From an optimization exercise on the open Yosys and OpenROAD flow, aimed at small area, a short achievable clock period and few clock cycles per item; shortcuts taken in it are not production practice. Where RTL was checked, it was by simulation tests only, not by an equivalence proof against the original. Function not checked in run 1: the RTL went through the layout flow alone. Power is estimated from default activity; no workload was simulated.

## flow/design.v (module list and top-level ports; edited modules follow where they fit)
// module mult_16x16: 2243 lines
module mult_16x16 (
  input  logic        clk,
  input  logic        rst_n,
  input  logic        in_valid,
  output logic        in_ready,
  input  logic [15:0] in_a,
  input  logic [15:0] in_b,
  output logic        out_valid,
  input  logic        out_ready,
  output logic [31:0] out_product
);
  // ...
==> flow/flow/run.sh <==
#!/bin/bash
# Own flow: the standard layout (standard.sh), with Yosys's synth run with -noabc so the
# pre-mapping "abc -fast" pass does not run before ORFS extracts full/half adders (it leaves
# the adders with inverted polarity and an inverter on most adder-to-adder nets). The rest of
# synthesis (-nofsm -noshare via synth_recipe.tcl, flatten, rename) and every later step are the
# standard ones. Each tool's output goes to a log file in the work folder.
set -euo pipefail
extra=()
if [[ -f flow/extra.mk ]]; then
  while read -r line; do [[ -n "$line" && "$line" != \#* ]] && extra+=("$line"); done < flow/extra.mk
fi
bash standard.sh SYNTH_ARGS=-noabc "${extra[@]}" finish > standard_flow.log 2>&1
==> flow/standard.sh <==
#!/bin/bash
# synth_recipe.tcl (not shown) runs the flow's synth.tcl, then flattens the netlist and writes it again
# the make line also repeats each setting of config.mk as NAME=value (left out here)
make -C /OpenROAD-flow-scripts/flow DESIGN_CONFIG=/design/flow/config.mk WORK_HOME=/design/flow/orfs CLKGATE_MAP_FILE= SYNTH_SCRIPT=/design/flow/synth_recipe.tcl "${@:-finish}"
==> flow/config.mk <==
export PLATFORM = sky130hd
export DESIGN_NAME = mult_16x16
export DESIGN_NICKNAME = mult_16x16
export VERILOG_FILES = /design/flow/design.v
export SDC_FILE = /design/flow/constraint.sdc
export NUM_CORES = 4
export LEC_CHECK = 0
export CAP_MARGIN = 20
export CORE_MARGIN = 2
export CORE_UTILIZATION = 70
export CTS_BUF_LIST = sky130_fd_sc_hd__clkbuf_4 sky130_fd_sc_hd__clkbuf_8
export SETUP_SLACK_MARGIN = 1.6
export SLEW_MARGIN = 20
==> flow/constraint.sdc <==
create_clock -name core_clock -period 4.0 [get_ports {clk}]
set_input_delay 0.8000 -clock core_clock [delete_from_list [all_inputs] [get_ports {clk}]]
set_output_delay 0.8000 -clock core_clock [all_outputs]
set_load 0.01 [all_outputs]
==> key figures, run 1 <==
Detailed routing
  • Routed met1 length: 12.77 mm
  • WL final: 35.47 mm

Worst hold path
  • Hold depth: 0

Critical path
  • CP delay by family, top: adder cells
  • Cell repeated most along the worst path: fa_2
  • Worst path depth: 5
  • Worst setup path class: reg2reg
  • R2R cell count: 5
  • CP max FO: 1

Power
  • Clk. pwr: 0.00132 W
  • Logic pwr share: 48.5%
  • P_sw: 0.003573 W
  • Power per cell area: 629.7 nW/um^2
  • Pwr top: combinational logic

Cells and area
  • Clock Buffer Count: 18
  • Multi-input combinational area share: 50.56%
  • Max reg flops: 3
  • Repair and plain buffers: 107

Yosys
  • Post-synthesis xor/xnor area fraction: 1.420%
  • Largest cells by area after synthesis: edfxtp_1 (43%), fa_1 (30%), and2_1 (12%)
  • Ys Warns: 1
  • Post-synth top area share: 42.89%

Timing
  • Fmax: 390.7 MHz
  • Fin crit share: 63.99%
  • Max Slew Vio Count: 0

GRT
  • Grt peak-use layer: met2
  • Vias in the first global route: 8557
  • Total GRT Usage: 36.48%

Die
  • Core area: 18090 um^2
  • Rows: 49

CTS
  • CTS H-tree depth: 4
  • Hold buffers post-CTS: 0

Placement
  • Port bufs: 69

Outcome
  • Status: no timing/DRC/antenna violations
==> run 2, diff against run 1 <==
--- a/flow/design.v
+++ b/flow/design.v
@@ -945,25 +945,23 @@
   logic y944;
   logic y945;
   logic y946;
   logic pp33_q1;
   logic pp33_q2;
   logic pp33_q3;
   logic pp288_q1;
   logic pp288_q2;
-  logic s305_q1;
-  logic s307_q1;
+  logic c308_q1;
+  logic s313_q1;
   logic s315_q1;
-  logic s317_q1;
+  logic c316_q1;
   logic c326_q1;
   logic s327_q1;
   logic c328_q1;
-  logic s329_q1;
-  logic c330_q1;
   logic s337_q1;
   logic s339_q1;
   logic c340_q1;
   logic s353_q1;
   logic s355_q1;
   logic c356_q1;
   logic s371_q1;
   logic c372_q1;
@@ -972,35 +970,35 @@
   logic s387_q1;
   logic s389_q1;
   logic s391_q1;
   logic c392_q1;
   logic s409_q1;
   logic s411_q1;
   logic s413_q1;
   logic c414_q1;
-  logic c420_q2;
   logic s433_q1;
   logic s435_q1;
   logic c436_q1;
   logic s437_q1;
   logic c438_q1;
-  logic s443_q2;
+  logic c442_q2;
   logic c444_q2;
   logic s461_q1;
   logic c462_q1;
   logic s463_q1;
   logic c464_q1;
-  logic s469_q2;
+  logic s467_q2;
   logic s483_q1;
   logic s485_q1;
   logic s487_q1;
   logic c488_q1;
   logic s489_q1;
   logic c490_q1;
+  logic s497_q2;
   logic s513_q1;
   logic s515_q1;
   logic c516_q1;
   logic s517_q1;
   logic c518_q1;
   logic c526_q2;
   logic s537_q1;
   logic s539_q1;
@@ -1008,21 +1006,23 @@
   logic c542_q1;
   logic s543_q1;
   logic c544_q1;
   logic s551_q2;
   logic s567_q1;
   logic c568_q1;
   logic s569_q1;
   logic c570_q1;
+  logic c576_q2;
   logic s587_q1;
   logic s589_q1;
   logic c590_q1;
   logic s591_q1;
   logic c592_q1;
+  logic s597_q2;
   logic c598_q2;
   logic s607_q1;
   logic s609_q1;
   logic s611_q1;
   logic c612_q1;
   logic s617_q2;
   logic c618_q2;
   logic s629_q1;
@@ -1037,59 +1037,59 @@
   logic s651_q2;
   logic c652_q2;
   logic s657_q1;
   logic s659_q1;
   logic c660_q1;
   logic s661_q1;
   logic c662_q1;
   logic s665_q2;
+  logic c666_q2;
   logic s671_q1;
   logic s673_q1;
   logic c674_q1;
+  logic s677_q2;
   logic s685_q1;
   logic c686_q1;
-  logic c688_q2;
   logic s691_q1;
   logic c692_q1;
   logic s693_q1;
   logic c694_q1;
-  logic s695_q2;
+  logic c696_q2;
   logic s699_q1;
-  logic c702_q2;
+  logic s701_q2;
   logic s705_q1;
-  logic s705_q2;
+  logic c706_q1;
+  logic c706_q2;
+  logic s707_q1;
+  logic s707_q2;
   logic c708_q1;
   logic c708_q2;
   logic h709_q1;
   logic h709_q2;
   logic h709_q3;
   logic h715_q1;
   logic g716_q1;
+  logic h717_q1;
+  logic g718_q1;
   logic h723_q2;
   logic h731_q2;
   logic g732_q2;
-  logic h737_q2;
-  logic g738_q2;
+  logic h733_q2;
   logic h739_q2;
   logic g740_q2;
   logic h743_q2;
   logic g744_q2;
-  logic h745_q2;
-  logic g746_q2;
-  logic h755_q2;
-  logic g756_q2;
   logic h757_q2;
-  logic h761_q2;
-  logic g762_q2;
-  logic h765_q1;
-  logic h765_q2;
-  logic g766_q1;
-  logic g766_q2;
-  logic G792_q2;
+  logic g758_q2;
+  logic h759_q2;
+  logic g760_q2;
+  logic h763_q2;
+  logic g764_q2;
+  logic G780_q2;
   logic G800_q1;
   logic G808_q2;
   logic P809_q2;
   logic G834_q2;
   logic G916_q3;
   logic y918_q1;
   logic y918_q2;
   logic y918_q3;
@@ -1421,80 +1421,80 @@
   assign s289 = pp35 ^ pp50;
   assign c290 = pp35 & pp50;
   assign s291 = pp36 ^ pp51 ^ pp66;
   assign c292 = (pp36 & pp51) | (pp36 & pp66) | (pp51 & pp66);
   assign s293 = pp81 ^ c290;
   assign c294 = pp81 & c290;
   assign s295 = pp37 ^ pp52 ^ pp67;
   assign c296 = (pp37 & pp52) | (pp37 & pp67) | (pp52 & pp67);
-  assign s297 = pp82 ^ pp97 ^ c292;
-  assign c298 = (pp82 & pp97) | (pp82 & c292) | (pp97 & c292);
-  assign s299 = c294 ^ s295;
-  assign c300 = c294 & s295;
+  assign s297 = pp82 ^ pp97 ^ c294;
+  assign c298 = (pp82 & pp97) | (pp82 & c294) | (pp97 & c294);
+  assign s299 = c292 ^ s295;
+  assign c300 = c292 & s295;
   assign s301 = pp38 ^ pp53 ^ pp68;
   assign c302 = (pp38 & pp53) | (pp38 & pp68) | (pp53 & pp68);
   assign s303 = pp83 ^ pp98 ^ pp113;
   assign c304 = (pp83 & pp98) | (pp83 & pp113) | (pp98 & pp113);
   assign s305 = c296 ^ s301 ^ s303;
   assign c306 = (c296 & s301) | (c296 & s303) | (s301 & s303);
   assign s307 = c300 ^ c298;
   assign c308 = c300 & c298;
   assign s309 = pp39 ^ pp54 ^ pp69;
   assign c310 = (pp39 & pp54) | (pp39 & pp69) | (pp54 & pp69);
   assign s311 = pp84 ^ pp99 ^ pp114;
   assign c312 = (pp84 & pp99) | (pp84 & pp114) | (pp99 & pp114);
   assign s313 = pp129 ^ c302 ^ c304;
   assign c314 = (pp129 & c302) | (pp129 & c304) | (c302 & c304);
   assign s315 = s309 ^ s311 ^ c306;
   assign c316 = (s309 & s311) | (s309 & c306) | (s311 & c306);
-  assign s317 = s313 ^ c308;
-  assign c318 = s313 & c308;
+  assign s317 = s313_q1 ^ c308_q1;
+  assign c318 = s313_q1 & c308_q1;
   assign s319 = pp40 ^ pp55 ^ pp70;
   assign c320 = (pp40 & pp55) | (pp40 & pp70) | (pp55 & pp70);
   assign s321 = pp85 ^ pp100 ^ pp115;
   assign c322 = (pp85 & pp100) | (pp85 & pp115) | (pp100 & pp115);
   assign s323 = pp130 ^ pp145 ^ c310;
   assign c324 = (pp130 & pp145) | (pp130 & c310) | (pp145 & c310);
   assign s325 = c312 ^ s319 ^ s321;
   assign c326 = (c312 & s319) | (c312 & s321) | (s319 & s321);
   assign s327 = c314 ^ s323 ^ s325;
   assign c328 = (c314 & s323) | (c314 & s325) | (s323 & s325);
-  assign s329 = c318 ^ c316;
-  assign c330 = c318 & c316;
+  assign s329 = c318 ^ c316_q1;
+  assign c330 = c318 & c316_q1;
   assign s331 = pp41 ^ pp56 ^ pp71;
   assign c332 = (pp41 & pp56) | (pp41 & pp71) | (pp56 & pp71);
   assign s333 = pp86 ^ pp101 ^ pp116;
   assign c334 = (pp86 & pp101) | (pp86 & pp116) | (pp101 & pp116);
   assign s335 = pp131 ^ pp146 ^ pp161;
   assign c336 = (pp131 & pp146) | (pp131 & pp161) | (pp146 & pp161);
   assign s337 = c320 ^ c322 ^ s331;
   assign c338 = (c320 & c322) | (c320 & s331) | (c322 & s331);
   assign s339 = s333 ^ s335 ^ c324;
   assign c340 = (s333 & s335) | (s333 & c324) | (s335 & c324);
   assign s341 = c326_q1 ^ s337_q1 ^ s339_q1;
   assign c342 = (c326_q1 & s337_q1) | (c326_q1 & s339_q1) | (s337_q1 & s339_q1);
-  assign s343 = c328_q1 ^ c330_q1;
-  assign c344 = c328_q1 & c330_q1;
+  assign s343 = c328_q1 ^ c330;
+  assign c344 = c328_q1 & c330;
   assign s345 = pp42 ^ pp57 ^ pp72;
   assign c346 = (pp42 & pp57) | (pp42 & pp72) | (pp57 & pp72);
   assign s347 = pp87 ^ pp102 ^ pp117;
   assign c348 = (pp87 & pp102) | (pp87 & pp117) | (pp102 & pp117);
   assign s349 = pp132 ^ pp147 ^ pp162;
   assign c350 = (pp132 & pp147) | (pp132 & pp162) | (pp147 & pp162);
   assign s351 = pp177 ^ c332 ^ c334;
   assign c352 = (pp177 & c332) | (pp177 & c334) | (c332 & c334);
   assign s353 = c336 ^ s345 ^ s347;
   assign c354 = (c336 & s345) | (c336 & s347) | (s345 & s347);
   assign s355 = s349 ^ c338 ^ s351;
   assign c356 = (s349 & c338) | (s349 & s351) | (c338 & s351);
   assign s357 = s353_q1 ^ c340_q1 ^ s355_q1;
   assign c358 = (s353_q1 & c340_q1) | (s353_q1 & s355_q1) | (c340_q1 & s355_q1);
-  assign s359 = c342 ^ c344;
-  assign c360 = c342 & c344;
+  assign s359 = c344 ^ c342;
+  assign c360 = c344 & c342;
   assign s361 = pp43 ^ pp58 ^ pp73;
   assign c362 = (pp43 & pp58) | (pp43 & pp73) | (pp58 & pp73);
   assign s363 = pp88 ^ pp103 ^ pp118;
   assign c364 = (pp88 & pp103) | (pp88 & pp118) | (pp103 & pp118);
   assign s365 = pp133 ^ pp148 ^ pp163;
   assign c366 = (pp133 & pp148) | (pp133 & pp163) | (pp148 & pp163);
   assign s367 = pp178 ^ pp193 ^ c346;
   assign c368 = (pp178 & pp193) | (pp178 & c346) | (pp193 & c346);
@@ -1543,18 +1543,18 @@
   assign s411 = s401 ^ s403 ^ s405;
   assign c412 = (s401 & s403) | (s401 & s405) | (s403 & s405);
   assign s413 = c388 ^ c390 ^ s407;
   assign c414 = (c388 & c390) | (c388 & s407) | (c390 & s407);
   assign s415 = s409_q1 ^ s411_q1 ^ c392_q1;
   assign c416 = (s409_q1 & s411_q1) | (s409_q1 & c392_q1) | (s411_q1 & c392_q1);
   assign s417 = s413_q1 ^ c394 ^ s415;
   assign c418 = (s413_q1 & c394) | (s413_q1 & s415) | (c394 & s415);
-  assign s419 = c396 ^ s417;
-  assign c420 = c396 & s417;
+  assign s419 = c396 ^ c398;
+  assign c420 = c396 & c398;
   assign s421 = pp46 ^ pp61 ^ pp76;
   assign c422 = (pp46 & pp61) | (pp46 & pp76) | (pp61 & pp76);
   assign s423 = pp91 ^ pp106 ^ pp121;
   assign c424 = (pp91 & pp106) | (pp91 & pp121) | (pp106 & pp121);
   assign s425 = pp136 ^ pp151 ^ pp166;
   assign c426 = (pp136 & pp151) | (pp136 & pp166) | (pp151 & pp166);
   assign s427 = pp181 ^ pp196 ^ pp211;
   assign c428 = (pp181 & pp196) | (pp181 & pp211) | (pp196 & pp211);
@@ -1593,18 +1593,18 @@
   assign s461 = c430 ^ c432 ^ c434;
   assign c462 = (c430 & c432) | (c430 & c434) | (c432 & c434);
   assign s463 = s455 ^ s457 ^ s459;
   assign c464 = (s455 & s457) | (s455 & s459) | (s457 & s459);
   assign s465 = c436_q1 ^ c438_q1 ^ s461_q1;
   assign c466 = (c436_q1 & c438_q1) | (c436_q1 & s461_q1) | (c438_q1 & s461_q1);
   assign s467 = s463_q1 ^ c440 ^ s465;
   assign c468 = (s463_q1 & c440) | (s463_q1 & s465) | (c440 & s465);
-  assign s469 = c442 ^ s467;
-  assign c470 = c442 & s467;
+  assign s469 = c442_q2 ^ s467_q2;
+  assign c470 = c442_q2 & s467_q2;
   assign s471 = pp48 ^ pp63 ^ pp78;
   assign c472 = (pp48 & pp63) | (pp48 & pp78) | (pp63 & pp78);
   assign s473 = pp93 ^ pp108 ^ pp123;
   assign c474 = (pp93 & pp108) | (pp93 & pp123) | (pp108 & pp123);
   assign s475 = pp138 ^ pp153 ^ pp168;
   assign c476 = (pp138 & pp153) | (pp138 & pp168) | (pp153 & pp168);
   assign s477 = pp183 ^ pp198 ^ pp213;
   assign c478 = (pp183 & pp198) | (pp183 & pp213) | (pp198 & pp213);
@@ -1775,18 +1775,18 @@
   assign s643 = c620 ^ c622 ^ c624;
   assign c644 = (c620 & c622) | (c620 & c624) | (c622 & c624);
   assign s645 = s637 ^ s639 ^ s641;
   assign c646 = (s637 & s639) | (s637 & s641) | (s639 & s641);
   assign s647 = c626 ^ c628 ^ s643;
   assign c648 = (c626 & c628) | (c626 & s643) | (c628 & s643);
   assign s649 = s645_q1 ^ c630_q1 ^ c632_q1;
   assign c650 = (s645_q1 & c630_q1) | (s645_q1 & c632_q1) | (c630_q1 & c632_q1);
-  assign s651 = s647_q1 ^ c634 ^ s649;
-  assign c652 = (s647_q1 & c634) | (s647_q1 & s649) | (c634 & s649);
+  assign s651 = s647_q1 ^ s649 ^ c634;
+  assign c652 = (s647_q1 & s649) | (s647_q1 & c634) | (s649 & c634);
   assign s653 = pp176 ^ pp191 ^ pp206;
   assign c654 = (pp176 & pp191) | (pp176 & pp206) | (pp191 & pp206);
   assign s655 = pp221 ^ pp236 ^ pp251;
   assign c656 = (pp221 & pp236) | (pp221 & pp251) | (pp236 & pp251);
   assign s657 = pp266 ^ pp281 ^ c638;
   assign c658 = (pp266 & pp281) | (pp266 & c638) | (pp281 & c638);
   assign s659 = c640 ^ c642 ^ s653;
   assign c660 = (c640 & c642) | (c640 & s653) | (c642 & s653);
@@ -1841,161 +1841,161 @@
   assign h709 = pp34 ^ pp49;
   assign g710 = pp34 & pp49;
   assign h711 = pp65 ^ s289;
   assign g712 = pp65 & s289;
   assign h713 = s291 ^ s293;
   assign g714 = s291 & s293;
   assign h715 = s297 ^ s299;
   assign g716 = s297 & s299;
-  assign h717 = s305_q1 ^ s307_q1;
-  assign g718 = s305_q1 & s307_q1;
-  assign h719 = s315_q1 ^ s317_q1;
-  assign g720 = s315_q1 & s317_q1;
-  assign h721 = s327_q1 ^ s329_q1;
-  assign g722 = s327_q1 & s329_q1;
+  assign h717 = s305 ^ s307;
+  assign g718 = s305 & s307;
+  assign h719 = s315_q1 ^ s317;
+  assign g720 = s315_q1 & s317;
+  assign h721 = s327_q1 ^ s329;
+  assign g722 = s327_q1 & s329;
   assign h723 = s341 ^ s343;
   assign g724 = s341 & s343;
   assign h725 = s357 ^ s359;
   assign g726 = s357 & s359;
   assign h727 = s375 ^ s377;
   assign g728 = s375 & s377;
   assign h729 = s395 ^ s397;
   assign g730 = s395 & s397;
-  assign h731 = c398 ^ s419;
-  assign g732 = c398 & s419;
-  assign h733 = c420_q2 ^ s443_q2;
-  assign g734 = c420_q2 & s443_q2;
-  assign h735 = c444_q2 ^ s469_q2;
-  assign g736 = c444_q2 & s469_q2;
-  assign h737 = c470 ^ s497;
-  assign g738 = c470 & s497;
+  assign h731 = s417 ^ s419;
+  assign g732 = s417 & s419;
+  assign h733 = c420 ^ s443;
+  assign g734 = c420 & s443;
+  assign h735 = c444_q2 ^ s469;
+  assign g736 = c444_q2 & s469;
+  assign h737 = c470 ^ s497_q2;
+  assign g738 = c470 & s497_q2;
   assign h739 = s523 ^ s525;
   assign g740 = s523 & s525;
   assign h741 = c526_q2 ^ s551_q2;
   assign g742 = c526_q2 & s551_q2;
   assign h743 = c552 ^ s575;
   assign g744 = c552 & s575;
-  assign h745 = c576 ^ s597;
-  assign g746 = c576 & s597;
+  assign h745 = c576_q2 ^ s597_q2;
+  assign g746 = c576_q2 & s597_q2;
   assign h747 = c598_q2 ^ s617_q2;
   assign g748 = c598_q2 & s617_q2;
   assign h749 = c618_q2 ^ s635_q2;
   assign g750 = c618_q2 & s635_q2;
   assign h751 = c636_q2 ^ s651_q2;
   assign g752 = c636_q2 & s651_q2;
   assign h753 = c652_q2 ^ s665_q2;
   assign g754 = c652_q2 & s665_q2;
-  assign h755 = c666 ^ s677;
-  assign g756 = c666 & s677;
+  assign h755 = c666_q2 ^ s677_q2;
+  assign g756 = c666_q2 & s677_q2;
   assign h757 = c678 ^ s687;
   assign g758 = c678 & s687;
-  assign h759 = c688_q2 ^ s695_q2;
-  assign g760 = c688_q2 & s695_q2;
-  assign h761 = c696 ^ s701;
-  assign g762 = c696 & s701;
-  assign h763 = c702_q2 ^ s705_q2;
-  assign g764 = c702_q2 & s705_q2;
-  assign h765 = c706 ^ s707;
-  assign g766 = c706 & s707;
+  assign h759 = c688 ^ s695;
+  assign g760 = c688 & s695;
+  assign h761 = c696_q2 ^ s701_q2;
+  assign g762 = c696_q2 & s701_q2;
+  assign h763 = c702 ^ s705_q1;
+  assign g764 = c702 & s705_q1;
+  assign h765 = c706_q2 ^ s707_q2;
+  assign g766 = c706_q2 & s707_q2;
   assign h767 = pp288_q2 ^ c708_q2;
   assign g768 = pp288_q2 & c708_q2;
   assign G770 = g714 | (h713 & g712);
   assign P771 = h713 & h711;
-  assign G772 = g718 | (h717 & g716_q1);
-  assign P773 = h717 & h715_q1;
+  assign G772 = g718_q1 | (h717_q1 & g716_q1);
+  assign P773 = h717_q1 & h715_q1;
   assign G774 = g722 | (h721 & g720);
   assign P775 = h721 & h719;
   assign G776 = g726 | (h725 & g724);
   assign P777 = h725 & h723;
   assign G778 = g730 | (h729 & g728);
   assign P779 = h729 & h727;
-  assign G780 = g734 | (h733 & g732_q2);
-  assign P781 = h733 & h731_q2;
-  assign G782 = g738_q2 | (h737_q2 & g736);
-  assign P783 = h737_q2 & h735;
+  assign G780 = g734 | (h733 & g732);
+  assign P781 = h733_q2 & h731_q2;
+  assign G782 = g738 | (h737 & g736);
+  assign P783 = h737 & h735;
   assign G784 = g742 | (h741 & g740_q2);
   assign P785 = h741 & h739_q2;
-  assign G786 = g746_q2 | (h745_q2 & g744_q2);
-  assign P787 = h745_q2 & h743_q2;
+  assign G786 = g746 | (h745 & g744_q2);
+  assign P787 = h745 & h743_q2;
   assign G788 = g750 | (h749 & g748);
   assign P789 = h749 & h747;
   assign G790 = g754 | (h753 & g752);
   assign P791 = h753 & h751;
-  assign G792 = g758 | (h757 & g756);
-  assign P793 = h757_q2 & h755_q2;
-  assign G794 = g762_q2 | (h761_q2 & g760);
-  assign P795 = h761_q2 & h759;
-  assign G796 = g766_q2 | (h765_q2 & g764);
-  assign P797 = h765_q2 & h763;
+  assign G792 = g758_q2 | (h757_q2 & g756);
+  assign P793 = h757_q2 & h755;
+  assign G794 = g762 | (h761 & g760_q2);
+  assign P795 = h761 & h759_q2;
+  assign G796 = g766 | (h765 & g764_q2);
+  assign P797 = h765 & h763_q2;
   assign G798 = g712 | (h711 & g710);
   assign G800 = G770 | (P771 & g710);
   assign G802 = g720 | (h719 & G772);
   assign P803 = h719 & P773;
   assign G804 = G774 | (P775 & G772);
   assign P805 = P775 & P773;
   assign G806 = g728 | (h727 & G776);
   assign P807 = h727 & P777;
   assign G808 = G778 | (P779 & G776);
   assign P809 = P779 & P777;
-  assign G810 = g736 | (h735 & G780);
+  assign G810 = g736 | (h735 & G780_q2);
   assign P811 = h735 & P781;
-  assign G812 = G782 | (P783 & G780);
+  assign G812 = G782 | (P783 & G780_q2);
   assign P813 = P783 & P781;
   assign G814 = g744_q2 | (h743_q2 & G784);
   assign P815 = h743_q2 & P785;
   assign G816 = G786 | (P787 & G784);
   assign P817 = P787 & P785;
   assign G818 = g752 | (h751 & G788);
   assign P819 = h751 & P789;
   assign G820 = G790 | (P791 & G788);
   assign P821 = P791 & P789;
-  assign G822 = g760 | (h759 & G792_q2);
-  assign P823 = h759 & P793;
-  assign G824 = G794 | (P795 & G792_q2);
+  assign G822 = g760_q2 | (h759_q2 & G792);
+  assign P823 = h759_q2 & P793;
+  assign G824 = G794 | (P795 & G792);
   assign P825 = P795 & P793;
   assign G826 = g768 | (h767 & G796);
   assign P827 = h767 & P797;
   assign G828 = g716_q1 | (h715_q1 & G800_q1);
   assign G830 = G772 | (P773 & G800_q1);
   assign G832 = G802 | (P803 & G800_q1);
   assign G834 = G804 | (P805 & G800_q1);
   assign G836 = g732_q2 | (h731_q2 & G808_q2);
   assign P837 = h731_q2 & P809_q2;
-  assign G838 = G780 | (P781 & G808_q2);
+  assign G838 = G780_q2 | (P781 & G808_q2);
   assign P839 = P781 & P809_q2;
   assign G840 = G810 | (P811 & G808_q2);
   assign P841 = P811 & P809_q2;
   assign G842 = G812 | (P813 & G808_q2);
   assign P843 = P813 & P809_q2;
   assign G844 = g748 | (h747 & G816);
   assign P845 = h747 & P817;
   assign G846 = G788 | (P789 & G816);
   assign P847 = P789 & P817;
   assign G848 = G818 | (P819 & G816);
   assign P849 = P819 & P817;
   assign G850 = G820 | (P821 & G816);
   assign P851 = P821 & P817;
-  assign G852 = g764 | (h763 & G824);
-  assign P853 = h763 & P825;
+  assign G852 = g764_q2 | (h763_q2 & G824);
+  assign P853 = h763_q2 & P825;
   assign G854 = G796 | (P797 & G824);
   assign P855 = P797 & P825;
   assign G856 = G826 | (P827 & G824);
   assign P857 = P827 & P825;
   assign G858 = g724 | (h723 & G834);
   assign G860 = G776 | (P777 & G834);
   assign G862 = G806 | (P807 & G834);
   assign G864 = G808_q2 | (P809_q2 & G834_q2);
   assign G866 = G836 | (P837 & G834_q2);
   assign G868 = G838 | (P839 & G834_q2);
   assign G870 = G840 | (P841 & G834_q2);
   assign G872 = G842 | (P843 & G834_q2);
-  assign G874 = g756_q2 | (h755_q2 & G850);
-  assign P875 = h755_q2 & P851;
-  assign G876 = G792_q2 | (P793 & G850);
+  assign G874 = g756 | (h755 & G850);
+  assign P875 = h755 & P851;
+  assign G876 = G792 | (P793 & G850);
   assign P877 = P793 & P851;
   assign G878 = G822 | (P823 & G850);
   assign P879 = P823 & P851;
   assign G880 = G824 | (P825 & G850);
   assign P881 = P825 & P851;
   assign G882 = G852 | (P853 & G850);
   assign P883 = P853 & P851;
   assign G884 = G854 | (P855 & G850);
@@ -2015,55 +2015,53 @@
   assign G908 = G878 | (P879 & G872);
   assign G910 = G880 | (P881 & G872);
   assign G912 = G882 | (P883 & G872);
   assign G914 = G884 | (P885 & G872);
   assign G916 = G886 | (P887 & G872);
   assign y918 = h711 ^ g710;
   assign y919 = h713 ^ G798;
   assign y920 = h715_q1 ^ G800_q1;
-  assign y921 = h717 ^ G828;
+  assign y921 = h717_q1 ^ G828;
   assign y922 = h719 ^ G830;
   assign y923 = h721 ^ G832;
   assign y924 = h723_q2 ^ G834_q2;
   assign y925 = h725 ^ G858;
   assign y926 = h727 ^ G860;
   assign y927 = h729 ^ G862;
   assign y928 = h731_q2 ^ G864;
-  assign y929 = h733 ^ G866;
+  assign y929 = h733_q2 ^ G866;
   assign y930 = h735 ^ G868;
-  assign y931 = h737_q2 ^ G870;
+  assign y931 = h737 ^ G870;
   assign y932 = h739_q2 ^ G872;
   assign y933 = h741 ^ G888;
   assign y934 = h743_q2 ^ G890;
-  assign y935 = h745_q2 ^ G892;
+  assign y935 = h745 ^ G892;
   assign y936 = h747 ^ G894;
   assign y937 = h749 ^ G896;
   assign y938 = h751 ^ G898;
   assign y939 = h753 ^ G900;
-  assign y940 = h755_q2 ^ G902;
+  assign y940 = h755 ^ G902;
   assign y941 = h757_q2 ^ G904;
-  assign y942 = h759 ^ G906;
-  assign y943 = h761_q2 ^ G908;
-  assign y944 = h763 ^ G910;
-  assign y945 = h765_q2 ^ G912;
+  assign y942 = h759_q2 ^ G906;
+  assign y943 = h761 ^ G908;
+  assign y944 = h763_q2 ^ G910;
+  assign y945 = h765 ^ G912;
   assign y946 = h767 ^ G914;
   always_ff @(posedge clk) begin
     if (ld[0]) begin
       pp33_q1 <= pp33;
       pp288_q1 <= pp288;
-      s305_q1 <= s305;
-      s307_q1 <= s307;
+      c308_q1 <= c308;
+      s313_q1 <= s313;
       s315_q1 <= s315;
-      s317_q1 <= s317;
+      c316_q1 <= c316;
       c326_q1 <= c326;
       s327_q1 <= s327;
       c328_q1 <= c328;
-      s329_q1 <= s329;
-      c330_q1 <= c330;
       s337_q1 <= s337;
       s339_q1 <= s339;
       c340_q1 <= c340;
       s353_q1 <= s353;
       s355_q1 <= s355;
       c356_q1 <= c356;
       s371_q1 <= s371;
       c372_q1 <= c372;
@@ -2134,70 +2132,72 @@
       s685_q1 <= s685;
       c686_q1 <= c686;
       s691_q1 <= s691;
       c692_q1 <= c692;
       s693_q1 <= s693;
       c694_q1 <= c694;
       s699_q1 <= s699;
       s705_q1 <= s705;
+      c706_q1 <= c706;
+      s707_q1 <= s707;
       c708_q1 <= c708;
       h709_q1 <= h709;
       h715_q1 <= h715;
       g716_q1 <= g716;
-      h765_q1 <= h765;
-      g766_q1 <= g766;
+      h717_q1 <= h717;
+      g718_q1 <= g718;
       G800_q1 <= G800;
       y918_q1 <= y918;
       y919_q1 <= y919;
     end
   end
   always_ff @(posedge clk) begin
     if (ld[1]) begin
       pp33_q2 <= pp33_q1;
       pp288_q2 <= pp288_q1;
-      c420_q2 <= c420;
-      s443_q2 <= s443;
+      c442_q2 <= c442;
       c444_q2 <= c444;
-      s469_q2 <= s469;
+      s467_q2 <= s467;
+      s497_q2 <= s497;
       c526_q2 <= c526;
       s551_q2 <= s551;
+      c576_q2 <= c576;
+      s597_q2 <= s597;
       c598_q2 <= c598;
       s617_q2 <= s617;
       c618_q2 <= c618;
       s635_q2 <= s635;
       c636_q2 <= c636;
       s651_q2 <= s651;
       c652_q2 <= c652;
       s665_q2 <= s665;
-      c688_q2 <= c688;
-      s695_q2 <= s695;
-      c702_q2 <= c702;
-      s705_q2 <= s705_q1;
+      c666_q2 <= c666;
+      s677_q2 <= s677;
+      c696_q2 <= c696;
+      s701_q2 <= s701;
+      c706_q2 <= c706_q1;
+      s707_q2 <= s707_q1;
       c708_q2 <= c708_q1;
       h709_q2 <= h709_q1;
       h723_q2 <= h723;
       h731_q2 <= h731;
       g732_q2 <= g732;
-      h737_q2 <= h737;
-      g738_q2 <= g738;
+      h733_q2 <= h733;
       h739_q2 <= h739;
       g740_q2 <= g740;
       h743_q2 <= h743;
       g744_q2 <= g744;
-      h745_q2 <= h745;
-      g746_q2 <= g746;
-      h755_q2 <= h755;
-      g756_q2 <= g756;
       h757_q2 <= h757;
-      h761_q2 <= h761;
-      g762_q2 <= g762;
-      h765_q2 <= h765_q1;
-      g766_q2 <= g766_q1;
-      G792_q2 <= G792;
+      g758_q2 <= g758;
+      h759_q2 <= h759;
+      g760_q2 <= g760;
+      h763_q2 <= h763;
+      g764_q2 <= g764;
+      G780_q2 <= G780;
       G808_q2 <= G808;
       P809_q2 <= P809;
       G834_q2 <= G834;
       y918_q2 <= y918_q1;
       y919_q2 <= y919_q1;
       y920_q2 <= y920;
       y921_q2 <= y921;
       y922_q2 <= y922;
==> flow/flow/extra.mk (new file) <==
BUFFER_PORTS_ARGS=-buffer_cell sky130_fd_sc_hd__buf_2
==> key figures, run 2 <==
CTS
  • TritonCTS Sinks: 188
  • CTS tree: done
  • Clk Latency, worst-skew pair: 490 ps
  • CTS H-tree depth: 4 (unchanged)
  • Worst-path clk slew: 100 ps
  • Cts bufs inserted: 17
  • Maximum buffer depth of the clock tree: 2
  • CTS root buf: clkbuf_8

Timing
  • Final setup violation count: 0
  • Skew final: 12.80 ps
  • Max Slew Vio Count: 0 (unchanged)
  • WHS: 431.6 ps
  • Worst rel slew slack: 43.01%
  • Worst-Margin Slew: 851.9 ps
  • Final Hold Fails: 0
  • Clock period minus worst slack: 2525 ps
  • Setup TNS: 0 ps
  • Fmax: 396.1 MHz (+1.4%)
  • Fin crit share: 63.12% (-0.87 points)
  • RSZ-0062 raised after global routing: yes

Critical path
  • Worst path required time: 4250 ps
  • CP max FO: 1 (unchanged)
  • R2R cell count: 5 (unchanged)
  • Worst setup path class: reg2reg
  • Startpoint types: flip-flop
  • Crit end category: flip-flop
  • Worst path arrival time: 2770 ps

Detailed routing
  • DRC violations left: 0
  • Vias per cell: 6.097
  • Vias: 7024
  • WL final: 28.18 mm (-21%)
  • Wirelength per Cell: 24.47 um
  • ANT nets after route: 0
  • Iter 0 DRT Violations: 614
  • DR pass1 iterations: 5

Yosys
  • Cells after synthesis: 870
  • Number of flops mapped to enable cells by yosys: 185
  • Area of the mapped netlist: 12890 um^2
  • Most instantiated cells after synthesis: and2_1 (257), fa_1 (196), edfxtp_1 (185)
  • Async set-reset flop share out of synthesis: 0%
  • Syn_nets: 1149
  • Syn avg cell area: 14.81 um^2
  • Post-synthesis sequential area ratio: 43.57%
  • FF+latch count, synth: 188
  • Largest cells by area after synthesis: edfxtp_1 (43%), fa_1 (30%), and2_1 (12%)
  • Most frequently used flop master after synthesis: edfxtp_1
  • Most common cell in the netlist: and2_1
  • Post-synth top area share: 43.10% (+0.22 points)
  • Ys Warns: 1 (unchanged)
  • Synth cell types: 42
  • Synth area leader: edfxtp_1

GRT
  • GRT Residual Overflow: 0
  • Vias in the first global route: 7875 (-8.0%)
  • Largest net degree at the start of global routing: 102
  • Total GRT Usage: 30.79% (-5.7 points)
  • Global-route wire length before repair: 44.37 mm
  • Initial antenna violation count: 1

Cells and area
  • Top reg by flops: v
  • Finished Cell Area: 14650 um^2
  • Commonest non-fill, non-tap cells in the layout: and2_1 (192), edfxtp_1 (185), fa_2 (122), fa_1 (74), and2_4 (65)
  • Nets@finish: 1188
  • Commonest non-fill, non-tap cell in the layout: and2_1
  • Max reg flops: 3 (unchanged)
  • Final Util: 81.26%
  • Share of cells above drive strength 1: 36.88%
  • Area growth, synth to finish: 13.65%

Power
  • Leakage Power: 5.829 nW
  • Share of power burned in registers: 39.0%
  • P_sw: 0.003275 W (-8.3%)
  • Sw Share: 35.56%
  • Worst VDD drop: 0.7158 mV
  • Clock network power share: 14.3%
  • Pint: 0.005934 W
  • Overall Power: 0.009209 W
  • Power per cell area: 628.7 nW/um^2 (-0.16%)
  • Logic pwr share: 46.7% (-1.8 points)

Placement
  • DP Area: 13680 um^2
  • Post-DP HPWL: 19.79 mm
  • Global placement routability congestion: 0.9316
  • Port bufs: 69 (unchanged)

Worst hold path
  • Hold depth: 0 (unchanged)
  • Worst min-delay path class: reg2reg

Job
  • Max cap viols: 0

Die
  • Rows: 49 (unchanged)
  • Starting Density: 71.50%
  • Core area: 18020 um^2 (-0.34%)
  • Die area: 19510 um^2
  • # IOs: 70
  • Width of the chip: 139.7 um
  • Die Ht: 139.7 um

Outcome
  • Status: no timing/DRC/antenna violations
run 2: changes by cell type in the layout (fill, tap and decap cells not counted), moves of 13 or more:
cell             delta
buf_2              +37
fa_1               +21
and2_4             -19
fa_2               -21
buf_8              -13
and2_1             +18
clkdlybuf4s50_1    -35
run 2: power by group through the flow:
stage                     clock network, W  logic (W)  registers, W
after floorplan                          0    0.00259       0.00349
after global placement                   0    0.00314       0.00356
after detailed placement                 0    0.00346       0.00362
after CTS                          0.00133    0.00396       0.00359
after global routing               0.00139    0.00473       0.00366
final                              0.00132    0.00430       0.00359
run 2: cells by family after synthesis:
family / share of synthesized area, %
DFF: 43.57
adders and majority gates: 35.01
AOI/OAI and AO/OA: 2.728
xor gates and xnor gates: 1.563
buffers and inverters: 3.000
and+or+nand+nor: 14.13
run 2: final cells by class:
cell class                      instances  area (um^2)
Inverter                                6        22.52
Timing Repair Buffer                   85        649.4
Antenna cell                            1        2.502
Clock inverter                         15        177.7
Clock buffer                           17        234.0
Fill cell                             931         3377
Sequential cell                       188         5615
Multi-Input combinational cell        611         7660
Tap cell                              229        286.5
run 2: path summary, 6_finish.rpt:
path / to / slack, ps / startpoint
worst max-delay path: h743_q2 / 1480 / c462_q1
worst max register to register: h743_q2 / 1480 / c462_q1
worst min register to register: y927_q3 / 430 / y927_q2
worst min-delay path: y927_q3 / 430 / y927_q2
run 2: repair_timing:
action                                  in CTS  in global routing
buffers inserted                             7                  6
gates resized for setup                     59                 40
cloned                                       0                  0
pin swaps                                   23                 23
hold buffers                                 0                  0
endpoints found under the setup margin      34                 26
run 2: critical path, stage by stage (launching register included):
cell and delay (ps):
edfxtp_1 430, fa_2 410, fa_1 480, fa_2 360
fa_2 380, ha_4 230
run 2: metrics by stage:
| step | std cells | setup slack (ps) |
|---|---|---|
| after floorplan | 870 | 1235 |
| after detailed placement | 1106 | 948.6 |
| after global placement | 1106 | 974.3 |
| after global routing | 1151 | 1440 |
| after CTS | 1145 | 1422 |
| final | 1152 | 1475 |
run 2: layer usage:
layer	global-route usage (%)	part of all wire (%)	vias to the layer above
li1	-	-	2964
met1	44.61	41	3701
met2	48.96	49	317
met3	6.401	7.6	42
met4	8.316	1.6	0
met5	0	0	-
Testbench counts of run 2, summed over its fixed seeds: cycles 32,024, items 32,000.
==> run 3, diff against run 2 <==
--- a/flow/config.mk
+++ b/flow/config.mk
@@ -9,5 +9,6 @@
 export CORE_MARGIN = 2
 export CORE_UTILIZATION = 70
 export CTS_BUF_LIST = sky130_fd_sc_hd__clkbuf_4 sky130_fd_sc_hd__clkbuf_8
+export GPL_ROUTABILITY_DRIVEN = 0
 export SETUP_SLACK_MARGIN = 1.6
 export SLEW_MARGIN = 20
==> key figures, run 3 <==
Critical path
  • Slowest cell on crit path: fa_1
  • CP max FO: 1 (unchanged)
  • Worst path arrival time: 2740 ps (-30 ps)
  • Startpoint types: flip-flop
  • Crit end category: flip-flop
  • Largest stage delay, worst path: 460 ps (-20 ps)
  • Worst setup path class: reg2reg
  • Worst path required time: 4250 ps (about the same)
  • CP cell instances: fa_2, fa_1, fa_2, fa_2, ha_4
  • R2R setup slack: 1520 ps (+40 ps)
  • Cell repeated most along the worst path: fa_2

Yosys
  • Post-synth top area share: 43.10% (unchanged)
  • Largest cells by area after synthesis: edfxtp_1 (43%), fa_1 (30%), and2_1 (12%)
  • Area of the mapped netlist: 12890 um^2 (unchanged)
  • Post-synthesis sequential area ratio: 43.57% (unchanged)
  • Async set-reset flop share out of synthesis: 0% (unchanged)
  • Cells after synthesis: 870 (unchanged)
  • Most instantiated cells after synthesis: and2_1 (257), fa_1 (196), edfxtp_1 (185)
  • Syn_nets: 1149 (unchanged)
  • Syn avg cell area: 14.81 um^2 (unchanged)
  • Synth area leader: edfxtp_1
  • FF+latch count, synth: 188 (unchanged)
  • Synth cell types: 42 (unchanged)
  • Most frequently used flop master after synthesis: edfxtp_1
  • Most common cell in the netlist: and2_1
  • Number of flops mapped to enable cells by yosys: 185 (unchanged)
  • Ys Warns: 1 (unchanged)

Power
  • Overall Power: 0.008902 W (-3.3%)
  • Leakage Power: 5.803 nW (-0.45%)
  • Worst VDD drop: 0.6225 mV (-13%)
  • Power per cell area: 611.6 nW/um^2 (-2.7%)

Timing
  • Worst-Margin Slew: 1008 ps (+156.3 ps)
  • Fmax: 403.1 MHz (+1.8%)
  • Skew final: 16.93 ps (+4.127 ps)
  • Worst rel slew slack: 32.55% (-10 points)
  • Clock period minus worst slack: 2481 ps (-44.17 ps)
  • Final setup violation count: 0 (unchanged)
  • Final Hold Fails: 0 (unchanged)
  • Max Slew Vio Count: 0 (unchanged)
  • RSZ-0062 raised after global routing: yes
  • Fin crit share: 62.02% (-1.1 points)
  • WHS: 417.2 ps (-14.44 ps)
  • Setup TNS: 0 ps (unchanged)

Outcome
  • Status: no timing/DRC/antenna violations

Detailed routing
  • Vias: 6937 (-1.2%)
  • Vias per cell: 6.022 (-1.2%)
  • DR pass1 iterations: 5 (unchanged)
  • DRC violations left: 0 (unchanged)
  • ANT nets after route: 0 (unchanged)
  • Wirelength per Cell: 23.47 um (-4.1%)
  • Iter 0 DRT Violations: 581 (-5.4%)
  • WL final: 27.04 mm (-4.1%)

GRT
  • M1 GR Usage: 43.02% (-1.6 points)
  • Grt peak-use layer: met2
  • Largest net degree at the start of global routing: 76 (-25%)
  • Global-route wire length before repair: 42.94 mm (-3.2%)
  • Total GRT Usage: 29.71% (-1.1 points)
  • Met2 GRT Util: 46.44% (-2.5 points)
  • Vias in the first global route: 7772 (-1.3%)
  • GR Util met3: 7.433% (+1.0 points)
  • GRT Residual Overflow: 0 (unchanged)
  • Initial antenna violation count: 0 (-1)

Die
  • Rows: 49 (unchanged)
  • Width of the chip: 139.7 um (unchanged)
  • Core area: 18020 um^2 (unchanged)
  • Die Ht: 139.7 um (unchanged)
  • Starting Density: 71.50% (unchanged)
  • Die area: 19510 um^2 (unchanged)
  • # IOs: 70 (unchanged)

CTS
  • CTS root buf: clkbuf_8
  • Hold buffers post-CTS: 0 (unchanged)
  • Cts bufs inserted: 17 (unchanged)
  • Maximum buffer depth of the clock tree: 2 (unchanged)
  • CTS tree: done
  • Clk Latency, worst-skew pair: 490 ps (about the same)
  • CTS H-tree depth: 4 (unchanged)
  • TritonCTS Sinks: 188 (unchanged)
  • Worst-path clk slew: 110 ps (about the same)

Placement
  • Port bufs: 69 (unchanged)
  • Post-DP HPWL: 19.72 mm (-0.34%)

Cells and area
  • Commonest non-fill, non-tap cells in the layout: and2_1 (196), edfxtp_1 (185), fa_2 (121), fa_1 (75), and2_4 (61)
  • Top reg by flops: v
  • Nets@finish: 1189 (+0.084%)
  • Max reg flops: 3 (unchanged)
  • Final Util: 80.75% (-0.51 points)
  • Share of cells above drive strength 1: 36.73% (-0.15 points)
  • Area growth, synth to finish: 12.93%
  • Number of antenna diodes: 0 (-1)
  • Commonest non-fill, non-tap cell in the layout: and2_1

Worst hold path
  • Worst min-delay path class: reg2reg

Job
  • Max cap viols: 0 (unchanged)
[run 3: cell count changes in the layout (fill, tap and decap cells not counted), sizes merged]
cell	change
bufinv	-1
clkinvlp	-1
inv	+1
buf	+1
diode	-1
clkbuf	+1
[run 3: through the flow]
step | area (um^2) | setup slack, ps | cells
final | 14560 | 1519 | 1152
after global routing | 14560 | 1419 | 1152
after CTS | 14330 | 1465 | 1144
after detailed placement | 13670 | 924.1 | 1107
after global placement | 13670 | 999.5 | 1107
after floorplan | 13610 | 1235 | 870
[run 3: path summary, 6_finish.rpt]
kind / from / end / cells after the start
max: s485_q1 / h743_q2 / 5
min: pp288_q1 / pp288_q2 / 0
max reg2reg: s485_q1 / h743_q2 / 5
min reg2reg: pp288_q1 / pp288_q2 / 0
[run 3: final cells by class]
cell class	count	area [um^2]
Clock inverter	14	146.4
Clock buffer	18	241.5
Tap cell	229	286.5
Sequential cell	188	5615
Multi-Input combinational cell	611	7625
Inverter	6	22.52
Fill cell	968	3470
Timing Repair Buffer	86	618.1
[run 3: what timing repair did]
item,4_1_cts,5_1_grt
setup endpoints to repair,30,25
cloned,0,0
buffers inserted,5,8
resized for setup,53,36
pin swaps,15,24
[run 3: critical path: cells and delay by family, from the launching register on]
kind	cells	cell delay [ps]
DFF	1	430
adders and majority gates	5	1830
[run 3: report_power, final]
| part | switching (W) | internal [W] | leakage (nW) |
|---|---|---|---|
| registers | 0.000331 | 0.00325 | 2.06 |
| logic | 0.00206 | 0.00203 | 3.54 |
| clock network | 0.000764 | 0.000475 | 0.195 |
| total | 0.00315 | 0.00575 | 5.80 |
[run 3: kinds of logic after synthesis]
family                   after synthesis  share of synthesized area [%]
buffers and inverters                 71                          3.000
adder cells (fa/ha/maj)              243                          35.01
AO/OA/AOI/OAI                         48                          2.728
flip-flops                           188                          43.57
XOR/XNOR                              23                          1.563
AND/OR/NAND/NOR                      297                          14.13
[run 3: per-layer routing]
metal	part of all wire, %	wire length [um]
met1	41	11190
met2	49	13210
met3	8.5	2310
met4	1.2	327
met5	0	0

-- re-timing with driven ports --
The results above use ideal ports. As a check the final layouts listed here were re-extracted and re-timed, cells and wires unchanged.
Step 1: set_driving_cell puts a clkbuf_16 on clk and a buf_2 on each other input, an assumption about the parent block.
Step 2 adds t to the input delays and takes it off the output delays; t is the mean of the earliest and latest rising clock arrival at the registers after step 1. Input paths then give back, and output paths get back, about the clock's delay inside the block.
Three values: ideal ports, drivers, drivers and shift; two values: the first two.
| run | t (ns) | setup WS [ns] | worst setup path at the end |
|---|---|---|---|
| run 1 | 0.518 | 1.440 / 1.440 / 0.995 | input to register |
| run 2 | 0.524 | 1.475 / 1.475 / 1.095 | input to register |
| run 3 | 0.522 | 1.519 / 1.519 / 1.060 | input to register |
After both steps every run listed still meets setup and hold. For run 3, which loses most, drivers alone change the setup slack by 0.000 ns; drivers and shift together by -0.459 ns.
